From an optimization exercise on the open Yosys and OpenROAD flow, aimed at small area, a short achievable clock period and few clock cycles; shortcuts taken in it are not production practice. The RTL was checked by simulation tests, not by an equivalence proof against the original design.

## flow/design.v (module list and top-level ports; edited modules follow where they fit)
// module segment_convex_polygon_hit: 739 lines
module segment_convex_polygon_hit #(
	parameter int MAX_VERTICES = scph_pkg::MAX_VERTICES_DEF
) (
	input  logic                          clk,
	input  logic                          arst_n,
	input  logic                          req_valid,
	output logic                          req_stall,
	input  scph_pkg::req_t                req,
	output logic                          rsp_valid,
	input  logic                          rsp_stall,
	output scph_pkg::rsp_t                rsp,
	input  logic                          cfg_valid,
	output logic                          cfg_ready,
	input  logic [scph_pkg::CFG_BITS-1:0] cfg_data
);
  // ...
==> flow/run.sh <==
#!/bin/bash
# synth_recipe.tcl (not shown) runs the flow's synth.tcl, then flattens the netlist and writes it again
# the make line also repeats each setting of config.mk as NAME=value (left out here)
make -C /OpenROAD-flow-scripts/flow DESIGN_CONFIG=/design/flow/config.mk WORK_HOME=/design/flow/orfs CLKGATE_MAP_FILE= SYNTH_SCRIPT=/design/flow/synth_recipe.tcl finish
==> flow/config.mk <==
export PLATFORM = sky130hd
export DESIGN_NAME = segment_convex_polygon_hit
export DESIGN_NICKNAME = segment_convex_polygon_hit
export VERILOG_FILES = /design/flow/design.v
export SDC_FILE = /design/flow/constraint.sdc
export NUM_CORES = 4
export LEC_CHECK = 0
export CAP_MARGIN = 20
export CORE_MARGIN = 2
export CORE_UTILIZATION = 55
export CTS_CLUSTER_DIAMETER = 90
export CTS_CLUSTER_SIZE = 24
export PLACE_DENSITY = 0.65
export SETUP_SLACK_MARGIN = 4.3
export SLEW_MARGIN = 20
export TNS_END_PERCENT = 0
==> flow/constraint.sdc <==
create_clock -name core_clock -period 7.5 [get_ports {clk}]
set_input_delay 1.5000 -clock core_clock [delete_from_list [all_inputs] [get_ports {clk}]]
set_output_delay 1.5000 -clock core_clock [all_outputs]
set_load 0.01 [all_outputs]
==> load_flow_metrics.sql, run 1 <==
INSERT INTO impl_metrics (metric_group, metric, value, unit) VALUES
('run_status', 'outcome', 'finished clean', ''),
('yosys', 'synth_flop_cell', 'dfxtp_1', ''),
('yosys', 'synthesized_cell_area', '0.134', 'mm2'),
('yosys', 'synth-edff-count', '753', ''),
('yosys', 'synthesis.instances', '12200', ''),
('finish', 'diodes', '76', ''),
('worst_setup_path', 'worst_path_most_repeated_cell', 'fa_1', ''),
('sta', 'grt_setup_unrepaired', 'yes', ''),
('worst_setup_path', 'critical_path.n_buffers_inverters', '3', ''),
('finish', 'final-nonclk-buf-share', '0.0232', ''),
('yosys', 'synth_fa_ha_area_frac', '0.263', ''),
('worst_setup_path', 'timing.critical_path.fanout_max', '19', ''),
('detailed_routing', 'route.detailed.vias_per_inst', '5.96', ''),
('grt', 'grtUsageMet1', '0.466', ''),
('finish', 'clock_area_frac', '0.0323', ''),
('finish', 'final_core_util', '0.592', ''),
('grt', 'grt_most_used_layer', 'met2', ''),
('clocking', 'clock_sinks', '2242', ''),
('yosys', 'avg_inst_size_synth', '11.0', 'um2'),
('finish', 'design_area', '0.144', 'mm2'),
('yosys', 'post-synth-top-count-cell', 'inv_1', ''),
('sta', 'fin_worst_skew', '0.0454', 'ns'),
('yosys', 'parity_gate_share_of_the_synthesized_area_counting_xor_and_xnor_cells', '0.102', ''),
('yosys', 'synth.top_cells.by_count', 'inv_1 (1552), dfxtp_1 (1392), a22oi_1 (1284)', ''),
('floorplanning', 'boundaryPins', '84', ''),
('finish', 'clock_buffer_cells', '178', ''),
('worst_setup_path', 'setup.worst_path.start', 'mdyd[15]$_DFFE_PP_', ''),
('sta', 'timing.final.ws_setup', '4.08', 'ns');
Testbench counts, summed over its fixed seeds: cycles 21,114.
==> run 2, diff against run 1 <==
--- a/flow/config.mk
+++ b/flow/config.mk
@@ -8,9 +8,9 @@
 export CAP_MARGIN = 20
 export CORE_MARGIN = 2
 export CORE_UTILIZATION = 55
-export CTS_CLUSTER_DIAMETER = 90
-export CTS_CLUSTER_SIZE = 24
+export CTS_CLUSTER_DIAMETER = 100
+export CTS_CLUSTER_SIZE = 28
 export PLACE_DENSITY = 0.65
-export SETUP_SLACK_MARGIN = 4.3
+export SETUP_SLACK_MARGIN = 4.2
 export SLEW_MARGIN = 20
 export TNS_END_PERCENT = 0
==> load_flow_metrics.sql, run 2 <==
INSERT INTO impl_metrics (metric_group, metric, value, unit) VALUES
('run_status', 'outcome', 'finished clean', ''),
('yosys', 'synthesized_cell_area', '0.134', 'mm2'),
('sta', 'final_worst_path_cycle_share', '0.462', ''),
('sta', 'transition_at_the_pin_with_the_smallest_max_transition_slack', '1.19', 'ns'),
('detailed_routing', 'vias', '89800', ''),
('grt', 'grt_most_used_layer', 'met2', ''),
('worst_setup_path', 'start_kind', 'flip-flop', ''),
('detailed_routing', 'first_iter_violations', '10500', ''),
('floorplanning', 'height_of_the_die', '497', 'um'),
('detailed_routing', 'drc', '0', ''),
('detailed_routing', 'first_pass_iters', '10', ''),
('finish', 'reg_with_most_ffs', 'mem', ''),
('yosys', 'synthesis.instances', '12200', ''),
('grt', 'grt_max_degree', '60', ''),
('clocking', 'htree_levels', '3', ''),
('finish', 'largest_register_ff_count', '512', ''),
('yosys', 'post-synth-top-count-cell', 'inv_1', ''),
('floorplanning', 'floorplan.die.width', '497', 'um'),
('worst_setup_path', 'setup.worst_path.start', 'mdyd[10]$_DFFE_PP_', ''),
('yosys', 'synth_largest_area_cell', 'dfxtp_1', ''),
('clocking', 'clock_sinks', '2242', ''),
('worst_setup_path', 'data_arrival_critical_path', '4.17', 'ns'),
('sta', 'fin_tns_setup', '0', 'ns'),
('floorplanning', 'start_util', '0.551', ''),
('yosys', 'synth.top_cells.by_count', 'inv_1 (1552), dfxtp_1 (1392), a22oi_1 (1284)', ''),
('clocking', 'cts_max_path_buffers', '3', ''),
('grt', 'grt_util_met2', '0.499', ''),
('yosys', 'synthesis.nets', '14400', ''),
('clocking', 'cts_tree', 'done', ''),
('placed_design', 'place_worst_setup_slack', '3.23', 'ns'),
('finish', 'final_core_util', '0.587', ''),
('sta', 'holdWs', '0.326', 'ns'),
('sta', 'fin_worst_skew', '0.0631', 'ns'),
('yosys', 'synth.area.top_cells', 'dfxtp_1 (21%), fa_1 (17%), edfxtp_1 (17%)', ''),
('finish', 'mostFrequentLayoutCell', 'inv_1', ''),
('sta', 'report.final.slew_viol_count', '0', ''),
('worst_setup_path', 'timing.critical_path.required', '8.21', 'ns'),
('detailed_routing', 'routed_wire_length_per_instance', '28.6', 'um'),
('yosys', 'synth-edff-count', '753', ''),
('clocking', 'tritoncts_buffer_count', '110', ''),
('yosys', 'synth_top_area_share', '0.208', ''),
('finish', 'synthToLayoutAreaGrowth', '6.44', '%'),
('worst_setup_path', 'rr_startpoint', 'mdyd[10]$_DFFE_PP_', ''),
('flow_run', 'max-cap-violations', '0', ''),
('clocking', 'clkLatencyLatePin', '0.84', 'ns'),
('yosys', 'synthArstFlopShare', '0.0433', ''),
('yosys', 'ys_seq_area_frac', '0.396', ''),
('yosys', 'synth_flop_cell', 'dfxtp_1', ''),
('floorplanning', 'std_cell_rows', '181', ''),
('grt', 'grtUsageMet1', '0.465', ''),
('yosys', 'yosys_register_bits', '2242', ''),
('floorplanning', 'boundaryPins', '84', ''),
('hold_path', 'worst_hold_path_type', 'reg2reg', ''),
('floorplanning', 'core_footprint', '0.243', 'mm2'),
('placed_design', 'detailed_place_hpwl', '311000', 'um'),
('finish', 'nets', '14000', ''),
('grt', 'met3_track_utilization_from_global_routing', '0.106', ''),
('worst_setup_path', 'endpoint_kind', 'flip-flop', ''),
('grt', 'grt_overall_usage', '0.342', ''),
('yosys', 'avg_inst_size_synth', '11.0', 'um2'),
('grt', 'first_pass_grt_wire_length', '622000', 'um'),
('sta', 'timing.final.ws_setup', '4.04', 'ns'),
('clocking', 'cts-hold-fix-buffers', '0', ''),
('worst_setup_path', 'timing.critical_path.fanout_max', '34', ''),
('floorplanning', 'die_area', '0.247', 'mm2'),
('worst_setup_path', 'setup.worst_path.class', 'reg2reg', ''),
('grt', 'antenna_found_initial', '34', ''),
('sta', 'max_freq', '0.289', 'GHz'),
('sta', 'timing.final.hold_violations', '0', ''),
('placed_design', 'globalplace.congestion', '0.958', ''),
('sta', 'final-setup-viol-count', '0', ''),
('finish', 'share_of_cells_above_drive_strength_1', '0.0574', ''),
('hold_path', 'hold_path.startpoint', 'r_v$_DFF_PN0_', ''),
('grt', 'grt_overflow_total', '0', ''),
('grt', 'number_of_global_route_vias_before_repair', '90800', ''),
('yosys', 'netlist-cell-type-count', '84', ''),
('yosys', 'yosysWarnings', '2', ''),
('clocking', 'clk_pin_slew', '0.12', 'ns'),
('clocking', 'clockRootBuffer', 'clkbuf_16', ''),
('detailed_routing', 'route.detailed.vias_per_inst', '5.95', ''),
('placed_design', 'number_of_buffers_inserted_by_port_buffering', '82', ''),
('sta', 'final.min_clock_period', '3.46', 'ns'),
('finish', 'final_cell_mix', 'inv_1 (1551), dfxtp_1 (1361), a22oi_1 (1279)', ''),
('detailed_routing', 'route.antenna.remaining_nets', '0', ''),
('sta', 'grt_setup_unrepaired', 'yes', ''),
('detailed_routing', 'routed_wl', '432000', 'um'),
('sta', 'max_slew_margin', '0.208', '');
-- run 2: cell types whose count changed in the layout (fill, tap and decap cells not counted), moves of 4 or more --
| cell | before | now |
|---|---|---|
| inv_8 | 8 | 4 |
| ha_1 | 939 | 946 |
| ha_2 | 27 | 21 |
| buf_6 | 14 | 10 |
| inv_6 | 12 | 5 |
| clkbuf_16 | 143 | 117 |
| inv_12 | 1 | 5 |
| diode_2 | 76 | 70 |
| buf_4 | 184 | 179 |
| buf_12 | 34 | 28 |
| clkbuf_1 | 38 | 34 |
| dfxtp_1 | 1356 | 1361 |
-- run 2: area by class of cell --
type,count,area (um2)
Fill cell,20000,100000
Inverter,1569,5910
Antenna cell,70,175
Tap cell,3202,4010
Clock inverter,52,816
Timing Repair Buffer,309,3040
Clock buffer,151,3000
Multi-Input combinational cell,7516,72400
Sequential cell,2242,53000
-- run 2: timing repair --
item                       in CTS  in global routing
pin swaps                       5                 19
cloned                          2                  5
resized for setup              94                110
buffers inserted               28                 25
setup endpoints to repair     294                318
-- run 2: logic make-up (layout without fill, tap and decap cells) --
logic type	count (synthesis)	in the layout	synth area share
AO/OA/AOI/OAI	1933	1933	0.103
XOR/XNOR	1559	1559	0.102
adder cells (fa/ha/maj)	2125	2125	0.263
buffers and inverters	2437	2081	0.0685
flip-flops	2242	2242	0.396
multiplexers	94	94	0.00771
other	1	71	0.0000280
AND/OR/NAND/NOR	1802	1804	0.0597
-- run 2: path summary, 6_finish.rpt --
path	slack [ns]	to	cells after the start
min	0.33	p_rv$_DFF_PN0_	0
min in group asynchronous	0.68	f_oh[3]$_DFF_PN0_	1
max in group asynchronous	5.44	p_awrap$_DFF_PN0_	2
max	4.04	p_uE2[19]$_DFF_P_	9
min reg2reg	0.33	p_rv$_DFF_PN0_	0
max reg2reg	4.04	p_uE2[19]$_DFF_P_	9
-- run 2: through the flow --
step                      instances  area [um2]
after CTS                     15000      141000
final                         15100      142000
after global routing          15100      142000
after floorplan               12200      134000
after global placement        14800      137000
after detailed placement      14800      137000
-- run 2: layer usage --
layer,routed length [um],vias to the layer above
li1,-,39200
met3,51200,941
met2,183000,5016
met5,472,-
met1,174000,44700
met4,24100,22
-- run 2: critical path, cell delays in order (launching register included) --
cell	delay, ns
edfxtp_1	0.45
ha_4	0.29
buf_4	0.49
nor2_1	0.14
xnor2_1	0.18
fa_1	0.61
inv_1	0.10
fa_1	0.50
inv_1	0.07
fa_1	0.46

afterwards: timing with drivers on the ports:
The results above use ideal ports. As a check the final layouts listed here were re-extracted and re-timed, cells and wires unchanged. Step 1 (the two cells are an assumption about what drives the block):
set clk [get_ports {clk}]
set_driving_cell -lib_cell sky130_fd_sc_hd__clkbuf_16 $clk
set_driving_cell -lib_cell sky130_fd_sc_hd__buf_2 [delete_from_list [all_inputs] $clk]
Step 2, shift: input delay + t, output delay - t, t = (earliest + latest rising clock arrival at the registers) / 2. This alone moves slack from input paths to output paths. Slacks: no drivers / after step 1 / after step 2; pairs: no drivers / after step 1.
| run | t, ns | slack for setup (ns) | worst setup path at the end | worst register clock-pin slew, ns | worst data-port slew with drivers (ns) |
|---|---|---|---|---|---|
| run 1 | 0.953 | 4.077 / 4.077 / 3.757 | input to register | 0.11 / 0.11 | 0.11 |
| run 2 | 0.912 | 4.037 / 4.037 / 3.766 | input to register | 0.12 / 0.12 | 0.11 |
After both steps every run listed still meets setup and hold. The setup slack of run 1, which loses most, moves by 0.000 ns with the drivers and by -0.320 ns with both steps.
